Background: an optimization exercise with open tools, aiming at small area, a short achievable clock period and few clock cycles per item. Do not read the settings as production practice. Only simulation tests tie the RTL to the original design; equivalence was not proved. Power figures rest on the tool's default switching activity, not on a simulated workload.

==> design.v <==
`default_nettype none
package dtpg_pkg;
  localparam int MAX_DIM   = 1024;
  localparam int DIM_W     = 11;
  localparam int COORD_W   = 10;
  localparam int COLOR_W   = 16;
  localparam int STRIDE_W  = 12;
  localparam int ADDR_W    = 21;
  localparam int CFG_IDX_W = 3;
  localparam int CFG_DAT_W = 16;
  localparam int BAR_IDX_W = 3;
  localparam int BAR_CNT_W = 7;
  localparam logic [CFG_IDX_W-1:0] REG_MODE   = 3'd0;
  localparam logic [CFG_IDX_W-1:0] REG_SOLID  = 3'd1;
  localparam logic [CFG_IDX_W-1:0] REG_WIDTH  = 3'd2;
  localparam logic [CFG_IDX_W-1:0] REG_HEIGHT = 3'd3;
  localparam logic [CFG_IDX_W-1:0] REG_STRIDE = 3'd4;
  localparam logic [2:0] SQ_IDLE = 3'd0;   
  localparam logic [2:0] SQ_CLR  = 3'd1;   
  localparam logic [2:0] SQ_QR   = 3'd2;   
  localparam logic [2:0] SQ_NORM = 3'd3;   
  localparam logic [2:0] SQ_XS   = 3'd4;   
  function automatic logic [COLOR_W-1:0] bar_color(input logic [BAR_IDX_W-1:0] idx);
    case (idx)
      3'd0:    bar_color = 16'hf800;
      3'd1:    bar_color = 16'h07e0;
      3'd2:    bar_color = 16'h001f;
      3'd3:    bar_color = 16'hffe0;
      3'd4:    bar_color = 16'hf81f;
      3'd5:    bar_color = 16'h07ff;
      3'd6:    bar_color = 16'hffff;
      default: bar_color = 16'h0000;
    endcase
  endfunction
endpackage
`default_nettype wire
`default_nettype none
module dtpg_div #(
  parameter int QW = 8,
  parameter int RW = 10
) (
  input  wire logic          clk,
  input  wire logic          clr,
  input  wire logic          dbl,
  input  wire logic          step,
  input  wire logic          cin,
  input  wire logic          ld_step,
  input  wire logic [RW-1:0] d,
  output logic      [QW-1:0] q
);
  logic [QW-1:0] q_r, sq_r, bq, q_n;
  logic [RW-1:0] r_r, sr_r, br, r_n;
  logic [RW:0]   sum;
  logic [RW+1:0] diff;
  logic          ge;
  always_comb begin
    bq   = dbl ? q_r : sq_r;
    br   = dbl ? r_r : sr_r;
    sum  = {1'b0, r_r} + {1'b0, br} + {{RW{1'b0}}, cin};
    diff = {1'b0, sum} - {2'b00, d};
    ge   = !diff[RW+1];
    r_n  = ge ? diff[RW-1:0] : sum[RW-1:0];
    q_n  = q_r + bq + {{(QW-1){1'b0}}, ge};
  end
  always_ff @(posedge clk) begin
    if (clr) begin
      q_r <= '0;
      r_r <= '0;
    end else if (dbl || step) begin
      q_r <= q_n;
      r_r <= r_n;
    end
    if (ld_step) begin
      sq_r <= q_n;
      sr_r <= r_n;
    end
  end
  assign q = q_r;
endmodule
`default_nettype wire
`default_nettype none
import dtpg_pkg::*;
module dtpg_ctrl (
  input  wire logic                  clk,
  input  wire logic                  rst_n,
  input  wire logic                  cfg_we,
  input  wire logic [CFG_IDX_W-1:0]  cfg_index,
  input  wire logic                  in_tvalid,
  output logic                       in_tready,
  input  wire logic                  in_restart,
  input  wire logic                  out_free,
  output logic                       emit,        
  output logic                       emit_rst,    
  output logic [2:0]                 sq,          
  output logic [4:0]                 sq_cnt
);
  logic       v0_r, v1_r, e0_r, e1_r;
  logic       push;
  logic [2:0] sq_r;
  logic [4:0] cnt_r;
  logic       head_rst;
  assign in_tready = !v1_r;
  assign push      = in_tvalid && !v1_r;
  assign head_rst  = v0_r && e0_r;
  assign emit      = (sq_r == SQ_IDLE) && v0_r && out_free;
  assign emit_rst  = e0_r;
  always_ff @(posedge clk) begin
    if (!rst_n) begin
      v0_r <= 1'b0;
      v1_r <= 1'b0;
    end else begin
      if (emit) begin
        v0_r <= v1_r || push;
        v1_r <= 1'b0;
      end else if (push) begin
        v0_r <= 1'b1;
        v1_r <= v0_r;
      end
    end
    if (emit) begin
      e0_r <= v1_r ? e1_r : in_restart;
    end else if (push && !v0_r) begin
      e0_r <= in_restart;
    end
    if (push) e1_r <= in_restart;
  end
  always_ff @(posedge clk) begin
    if (!rst_n) begin
      sq_r  <= SQ_CLR;
      cnt_r <= '0;
    end else if (cfg_we && (cfg_index == REG_WIDTH || cfg_index == REG_HEIGHT)) begin
      sq_r  <= SQ_CLR;
      cnt_r <= '0;
    end else if (cfg_we && cfg_index == REG_STRIDE && (sq_r == SQ_IDLE || sq_r == SQ_XS)) begin
      sq_r  <= SQ_NORM;
      cnt_r <= '0;
    end else begin
      case (sq_r)
        SQ_CLR: begin
          sq_r  <= SQ_QR;
          cnt_r <= '0;
        end
        SQ_QR: begin
          cnt_r <= cnt_r + 1'b1;
          if (cnt_r == 5'd7) sq_r <= SQ_NORM;
        end
        SQ_NORM: begin
          cnt_r <= '0;
          sq_r  <= head_rst ? SQ_IDLE : SQ_XS;
        end
        SQ_XS: begin
          cnt_r <= cnt_r + 1'b1;
          if (head_rst || cnt_r == 5'd19) sq_r <= SQ_IDLE;
        end
        default: ;
      endcase
    end
  end
  assign sq     = sq_r;
  assign sq_cnt = cnt_r;
endmodule
`default_nettype wire
`default_nettype none
import dtpg_pkg::*;
module dtpg_dp (
  input  wire logic                  clk,
  input  wire logic                  rst_n,
  input  wire logic                  cfg_we,
  input  wire logic [CFG_IDX_W-1:0]  cfg_index,
  input  wire logic [CFG_DAT_W-1:0]  cfg_wdata,
  input  wire logic                  emit,
  input  wire logic                  emit_rst,
  input  wire logic [2:0]            sq,
  input  wire logic [4:0]            sq_cnt,
  output logic                       out_tvalid,
  input  wire logic                  out_tready,
  output logic                       out_free,
  output logic [63:0]                out_tdata,
  output logic                       out_tlast
);
  logic [1:0]           mode_r;
  logic [COLOR_W-1:0]   solid_r;
  logic [COORD_W-1:0]   wm1_r, hm1_r;
  logic [STRIDE_W-1:0]  stride_r;
  logic [COORD_W-1:0]   wr_m1;
  always_comb begin
    if (cfg_wdata[DIM_W-1:0] == '0)                wr_m1 = '0;
    else if (cfg_wdata[DIM_W-1:0] > DIM_W'(MAX_DIM)) wr_m1 = COORD_W'(MAX_DIM - 1);
    else                                           wr_m1 = cfg_wdata[COORD_W-1:0] - 1'b1;
  end
  always_ff @(posedge clk) begin
    if (!rst_n) begin
      mode_r   <= 2'd0;
      solid_r  <= 16'h001f;
      wm1_r    <= 10'd319;
      hm1_r    <= 10'd239;
      stride_r <= 12'd320;
    end else if (cfg_we) begin
      case (cfg_index)
        REG_MODE:   mode_r   <= cfg_wdata[1:0];
        REG_SOLID:  solid_r  <= cfg_wdata;
        REG_WIDTH:  wm1_r    <= wr_m1;
        REG_HEIGHT: hm1_r    <= wr_m1;
        REG_STRIDE: stride_r <= cfg_wdata[STRIDE_W-1:0];
        default:    ;
      endcase
    end
  end
  logic [BAR_CNT_W-1:0] bwm1;
  logic [COORD_W-1:0]   wm1_m7;
  always_comb begin
    wm1_m7 = wm1_r - 10'd7;
    bwm1   = (wm1_r < 10'd7) ? '0 : wm1_m7[COORD_W-1:3];
  end
  logic in_clr, in_qr, in_norm, in_xs, xs_a, xs_b, xbit, ybit;
  logic [3:0] bit_idx;
  assign in_clr  = (sq == SQ_CLR);
  assign in_qr   = (sq == SQ_QR);
  assign in_norm = (sq == SQ_NORM);
  assign in_xs   = (sq == SQ_XS);
  assign xs_a    = in_xs && !sq_cnt[0];
  assign xs_b    = in_xs &&  sq_cnt[0];
  assign bit_idx = 4'd9 - sq_cnt[4:1];
  logic [COORD_W-1:0] x_r, y_r;
  logic               fresh_r, valid_r;
  logic               eol, eof, upd, adv, kill;
  logic [COORD_W:0]   y_inc;
  logic               xwrap, ywrap;
  assign xbit  = x_r[bit_idx];
  assign ybit  = y_r[bit_idx];
  assign eol   = (x_r == wm1_r);
  assign eof   = (y_r == hm1_r);
  assign upd   = emit || cfg_we;
  assign adv   = upd && !fresh_r;      
  assign kill  = emit && emit_rst;     
  assign y_inc = {1'b0, y_r} + 1'b1;
  assign xwrap = (x_r > wm1_r);
  assign ywrap = xwrap ? (y_inc > {1'b0, hm1_r}) : (y_r > hm1_r);
  always_ff @(posedge clk) begin
    if (!rst_n) begin
      x_r     <= '0;
      y_r     <= '0;
      fresh_r <= 1'b1;
      valid_r <= 1'b0;
    end else begin
      if (kill) begin
        x_r <= '0;
        y_r <= '0;
      end else if (adv) begin
        x_r <= eol ? '0 : x_r + 1'b1;
        if (eol) y_r <= eof ? '0 : y_inc[COORD_W-1:0];
      end else if (in_norm) begin
        if (xwrap) x_r <= '0;
        if (ywrap) y_r <= '0;
        else if (xwrap) y_r <= y_inc[COORD_W-1:0];
      end
      if (cfg_we)     fresh_r <= 1'b1;
      else if (emit)  fresh_r <= 1'b0;
      if (emit)            valid_r <= 1'b1;
      else if (out_tready) valid_r <= 1'b0;
    end
  end
  logic [7:0] rq, gq;
  dtpg_div #(.QW(8), .RW(COORD_W)) u_red (
    .clk     (clk),
    .clr     (kill || (adv && eol) || in_clr || in_norm),
    .dbl     (in_qr || xs_a),
    .step    ((adv && !eol) || (xs_b && xbit)),
    .cin     (in_qr),
    .ld_step (in_qr),
    .d       (wm1_r),
    .q       (rq)
  );
  dtpg_div #(.QW(8), .RW(COORD_W)) u_green (
    .clk     (clk),
    .clr     (kill || (adv && eol && eof) || in_clr || in_norm),
    .dbl     (in_qr || xs_a),
    .step    ((adv && eol && !eof) || (xs_b && ybit)),
    .cin     (in_qr),
    .ld_step (in_qr),
    .d       (hm1_r),
    .q       (gq)
  );
  logic [BAR_IDX_W-1:0] bq_r;
  logic [BAR_CNT_W-1:0] bc_r;
  logic [BAR_CNT_W:0]   bsum, bdiff;
  logic                 bge;
  always_comb begin
    bsum  = xs_a ? {bc_r, xbit} : {1'b0, bc_r} + 1'b1;
    bge   = (bsum > {1'b0, bwm1});
    bdiff = bsum - {1'b0, bwm1} - 1'b1;
  end
  always_ff @(posedge clk) begin
    if (kill || (adv && eol) || in_norm) begin
      bq_r <= '0;
      bc_r <= '0;
    end else if (adv || xs_a) begin
      bc_r <= bge ? bdiff[BAR_CNT_W-1:0] : bsum[BAR_CNT_W-1:0];
      if (xs_a)             bq_r <= bq_r[2] ? 3'd7 : {bq_r[1:0], bge};
      else if (bq_r != 3'd7) bq_r <= bq_r + {2'b00, bge};
    end
  end
  logic [ADDR_W-1:0] rb_r, rb_a, rb_b;
  always_comb begin
    rb_a = xs_a ? {rb_r[ADDR_W-2:0], 1'b0} : rb_r;
    rb_b = (xs_a && !ybit) ? '0 : ADDR_W'(stride_r);
  end
  always_ff @(posedge clk) begin
    if (kill || (adv && eol && eof) || in_norm) rb_r <= '0;
    else if ((adv && eol) || xs_a)             rb_r <= rb_a + rb_b;
  end
  logic [4:0]          red5;
  logic [5:0]          grn6;
  logic [COLOR_W-1:0]  color;
  logic [ADDR_W-1:0]   addr;
  always_comb begin
    red5 = (wm1_r == '0) ? 5'd0 : rq[7:3];
    grn6 = (hm1_r == '0) ? 6'd0 : gq[7:2];
    case (mode_r)
      2'd1:    color = {red5, grn6, ~red5};
      2'd2:    color = dtpg_pkg::bar_color(bq_r);
      default: color = solid_r;
    endcase
    addr = rb_r + ADDR_W'(x_r);
  end
  assign out_free   = !valid_r || out_tready;
  assign out_tvalid = valid_r;
  assign out_tdata  = {7'd0, addr, y_r, x_r, color};
  assign out_tlast  = eol && eof;
endmodule
`default_nettype wire
`default_nettype none
import dtpg_pkg::*;
module display_test_pattern_generator (
  input  wire logic                           clk,
  input  wire logic                           rst_n,
  input  wire logic                           cfg_we,
  input  wire logic [dtpg_pkg::CFG_IDX_W-1:0] cfg_index,
  input  wire logic [dtpg_pkg::CFG_DAT_W-1:0] cfg_wdata,
  input  wire logic                           in_tvalid,
  output logic                                in_tready,
  input  wire logic [7:0]                     in_tdata,    
  output logic                                out_tvalid,
  input  wire logic                           out_tready,
  output logic [63:0]                         out_tdata,
  output logic                                out_tlast    
);
  logic       out_free, emit, emit_rst;
  logic [2:0] sq;
  logic [4:0] sq_cnt;
  dtpg_ctrl u_ctrl (
    .clk        (clk),
    .rst_n      (rst_n),
    .cfg_we     (cfg_we),
    .cfg_index  (cfg_index),
    .in_tvalid  (in_tvalid),
    .in_tready  (in_tready),
    .in_restart (in_tdata[0]),
    .out_free   (out_free),
    .emit       (emit),
    .emit_rst   (emit_rst),
    .sq         (sq),
    .sq_cnt     (sq_cnt)
  );
  dtpg_dp u_dp (
    .clk        (clk),
    .rst_n      (rst_n),
    .cfg_we     (cfg_we),
    .cfg_index  (cfg_index),
    .cfg_wdata  (cfg_wdata),
    .emit       (emit),
    .emit_rst   (emit_rst),
    .sq         (sq),
    .sq_cnt     (sq_cnt),
    .out_tvalid (out_tvalid),
    .out_tready (out_tready),
    .out_free   (out_free),
    .out_tdata  (out_tdata),
    .out_tlast  (out_tlast)
  );
endmodule
`default_nettype wire
==> run.sh <==
#!/bin/bash
# synth_recipe.tcl (not shown) runs the flow's synth.tcl, then flattens the netlist and writes it again
# the make line also repeats each setting of config.mk as NAME=value (left out here)
make -C /OpenROAD-flow-scripts/flow DESIGN_CONFIG=/design/flow/config.mk WORK_HOME=/design/flow/orfs CLKGATE_MAP_FILE= SYNTH_SCRIPT=/design/flow/synth_recipe.tcl finish
==> config.mk <==
export PLATFORM = sky130hd
export DESIGN_NAME = display_test_pattern_generator
export DESIGN_NICKNAME = display_test_pattern_generator
export VERILOG_FILES = /design/flow/design.v
export SDC_FILE = /design/flow/constraint.sdc
export NUM_CORES = 4
export LEC_CHECK = 0
export CAP_MARGIN = 20
export CORE_MARGIN = 2
export CORE_UTILIZATION = 40
export SLEW_MARGIN = 20
==> constraint.sdc <==
create_clock -name core_clock -period 7.5 [get_ports {clk}]
set_input_delay 1.5000 -clock core_clock [delete_from_list [all_inputs] [get_ports {clk}]]
set_output_delay 1.5000 -clock core_clock [all_outputs]
set_load 0.01 [all_outputs]
==> qor.txt <==
Run status: no timing/DRC/antenna violations
Die Y: 190 microns
Syn Inst Count: 1,657
Vias per std cell: 5.47
Commonest non-fill, non-tap cell in the layout: nand2_1
Leak: 6.57 nW
Max-slew violations: 0
Initial antenna violation count: 0
Post-synth EDFFs: 38
Int Pwr: 0.00246 W
Cts repair resizes: 0
Final Hold Viols: 0
DRT iter0 DRCs: 766
CP startpoint kind: flop
Max_cap viols: 0
Ant diodes: 0
Crit path DAT: 6.64 ns
Register area share after synthesis: 29.8%
Dominant cells by area after synthesis: dfxtp_1, ha_1, edfxtp_1, nand2_1, a21oi_1
Clock Sinks: 187
First-pass GRT wire length: 57,900 microns
H-tree depth: 4
Sequential power share: 33.5%
Register bit count reported by yosys: 187
Final wirelength: 35,900 microns
Synth Warn #: 3
Final nets: 1,876
# Post-CTS Setup Buffers: 0
CP Max Fanout: 37
Period minus WS final: 6.25 ns
Pwr Total: 0.00393 W
Post-synth top area cell: dfxtp_1
Required time worst endpoint: 7.89 ns
Vias in the first global route: 10,900
TritonCTS Buffers: 17
Remaining Overflow, GRT: 0
Share of cells above drive strength 1: 6.68%
Largest net degree at the start of global routing: 44
Detailed placement HPWL: 27,000 microns
Post-Syn Area: 13,800 sq um
Setup CP Type: reg -> reg
Routed length per instance: 16.5 microns
Full die area: 36,000 sq um
DRC: 0
First-pass iteration count of the detailed router: 5
Total Routing Usage GR: 20.1%
CTS max path bufs: 2
Port Buf Inserts: 84
VDD IR max: 0.158 mV
Sw frac: 37.4%
FP Rows: 68
Clock latency (worst-skew pair): 0.46 ns
Worst-Margin Slew: 0.948 ns
Routability congestion estimate: 0.909
Worst Skew: 0.0188 ns
IO Count: 99
Filler cell count: 3,319
Mean post-synth cell area: 8.34 sq um
Commonest non-fill, non-tap cells in the layout: nand2_1, a21oi_1, dfxtp_1
Post-synth top flop: dfxtp_1
Asr flop ratio synth: 0%
Via count: 11,900
Combinational share of power: 42.6%
Fin Setup TNS: 0 ns
Core area: 34,300 sq um
Starting Density: 40.3%
Tcrit/Tclk final: 83.3%
Hold WC Path Type: reg -> reg
Relative slew slack: 36.5%
Die Span X: 190 microns
Layout Area Growth over Synthesis: 13.1%
Clock network power share: 23.9%
Synth unique cells: 77
CP most frequent cell: fa_1
TritonCTS clock tree: yes
RSZ-0062 raised after global routing: false
WHS: 0.457 ns
CP max stage delay: 0.51 ns
Cell Pwr Density: 251 nW/um^2
# setup viols final: 0
Critical Path End Type: flop
Root buf cell: clkbuf_16
Synth top area share: 21.6%
Quantity of hold-fixing buffers added after cts: 0
Clock transition at path regs: 0.08 ns
Final ANT Viol Nets: 0
Max Fclk: 160 MHz
CP max stage cell: buf_4
NetSw: 0.00147 W
==> synthesized netlist by cell type (31+ instances only) <==
| cell | instances |
|---|---|
| nor2_1 | 123 |
| nor2b_1 | 55 |
| clkbuf_1 | 42 |
| nor3_1 | 36 |
| inv_1 | 75 |
| nand3_1 | 42 |
| dfxtp_1 | 149 |
| edfxtp_1 | 38 |
| nand2_1 | 230 |
| ha_1 | 122 |
| xor2_1 | 31 |
| mux2_2 | 41 |
| a21oi_1 | 154 |
| xnor2_1 | 76 |
| o21ai_0 | 72 |
| mux2i_1 | 56 |
==> area by class of cell <==
class	count	area, sq um	share of cell area, %
well taps	455	569	3.64
multi-input cells	1329	9110	58.3
flip-flops and latches	187	4120	26.4
clock buffers	18	429	2.75
repair buffers	99	953	6.10
inverters	75	282	1.80
clock inverters	14	166	1.06
==> power by group through the flow <==
stage                     Clock (W)  Combinational [W]  Sequential [W]
after floorplan                   0            0.00132         0.00130
after global placement            0            0.00164         0.00133
after detailed placement          0            0.00166         0.00134
after CTS                  0.000966            0.00168         0.00131
after global routing        0.00100            0.00187         0.00133
final                      0.000940            0.00167         0.00131
==> cell families (layout without fill, tap and decap cells) <==
family	count (synthesis)	count (layout)	share of synthesized area, %
AOI/OAI and AO/OA	391	391	17.5
xor gates and xnor gates	107	107	6.78
buffers and inverters	147	206	4.51
muxes	101	101	8.05
other	1	7	0.0271
adders and majority gates	136	136	13.0
DFF	187	187	29.8
and+or+nand+nor	587	587	20.3
==> worst paths after layout <==
path | slack, ns | cells after the start | startpoint | end
hold reg to reg | 0.46 | 2 | u_dp.solid_r[14] | u_dp.solid_r[14]
hold / removal | 0.46 | 2 | u_dp.solid_r[14] | u_dp.solid_r[14]
setup / recovery | 1.25 | 27 | u_ctrl.sq_r[1] | u_dp.u_green.q_r[6]
setup reg to reg | 1.25 | 27 | u_ctrl.sq_r[1] | u_dp.u_green.q_r[6]
==> metrics by stage <==
stage / cell area [sq um] / setup slack [ns] / util (%) / std cells
5_1_grt: 15600 / 0.715 / 45.6 / 2177
4_1_cts: 15600 / 1.25 / 45.6 / 2177
3_3_place_gp: 15000 / 1.35 / 43.9 / 2145
2_1_floorplan: 13800 / 0.480 / - / 1663
3_5_place_dp: 15000 / 1.28 / 43.9 / 2145
6_report: 15600 / 1.25 / 45.6 / 2177
==> worst max-delay path: cells and delay by family, from the launching register on <==
kind | cells | cell delay [ns]
adders and majority gates | 5 | 1.78
AOI/OAI and AO/OA | 9 | 1.55
buffers and inverters | 5 | 1.10
and+or+nand+nor | 5 | 0.96
xor gates and xnor gates | 2 | 0.32
DFF | 1 | 0.31
muxes | 1 | 0.11
==> per-layer routing <==
metal / vias to the layer above / global-route usage [%] / wire length (microns)
met5: - / 0 / 0
met2: 280 / 32.5 / 16300
met4: 0 / 6.11 / 759
met3: 52 / 2.73 / 1590
met1: 5583 / 27.9 / 17200
li1: 5995 / - / -
==> state kept, by name, summed over array words and instances, names as in the netlist, 2 cells and up <==
signal	count
u_dp.wm1_r	10
u_dp.u_green.r_r	10
u_dp.u_red.sq_r	8
u_dp.u_green.sr_r	10
u_dp.x_r	10
u_dp.u_red.q_r	8
u_dp.bq_r	3
u_dp.bc_r	7
u_ctrl.cnt_r	5
u_dp.u_red.sr_r	10
u_dp.u_green.q_r	8
u_dp.hm1_r	10
u_dp.stride_r	12
u_dp.y_r	10
u_ctrl.sq_r	3
u_dp.u_red.r_r	10
u_dp.u_green.sq_r	8
u_dp.mode_r	2
u_dp.rb_r	21
u_dp.solid_r	16
Testbench counts, summed over its fixed seeds: cycles 30,016, items 29,696.

-- separate check: timing with driven ports --
The flow's constraints put no driver on any port. The routed layout listed below was extracted and timed again, unchanged, in two steps. Step 1, drivers: a clkbuf_16 drives clk and a buf_2 each remaining input, both assumed. Step 2 also shifts input and output timing later by t, the mid clock arrival at the registers, as if the neighbouring blocks saw the same clock. a / b / c = ideal ports / drivers / drivers and shift; a / b = the first two.
t, ns: 0.504
slack for setup (ns): 1.252 / 1.252 / 1.252
worst setup path after step 2: register to register
slew at the worst register clock pin (ns): 0.09 / 0.09
cell pins on the clock port's net: 1
After both steps this run still meets setup and hold. The setup slack of this run moves by 0.000 ns with the drivers and by 0.000 ns with both steps.
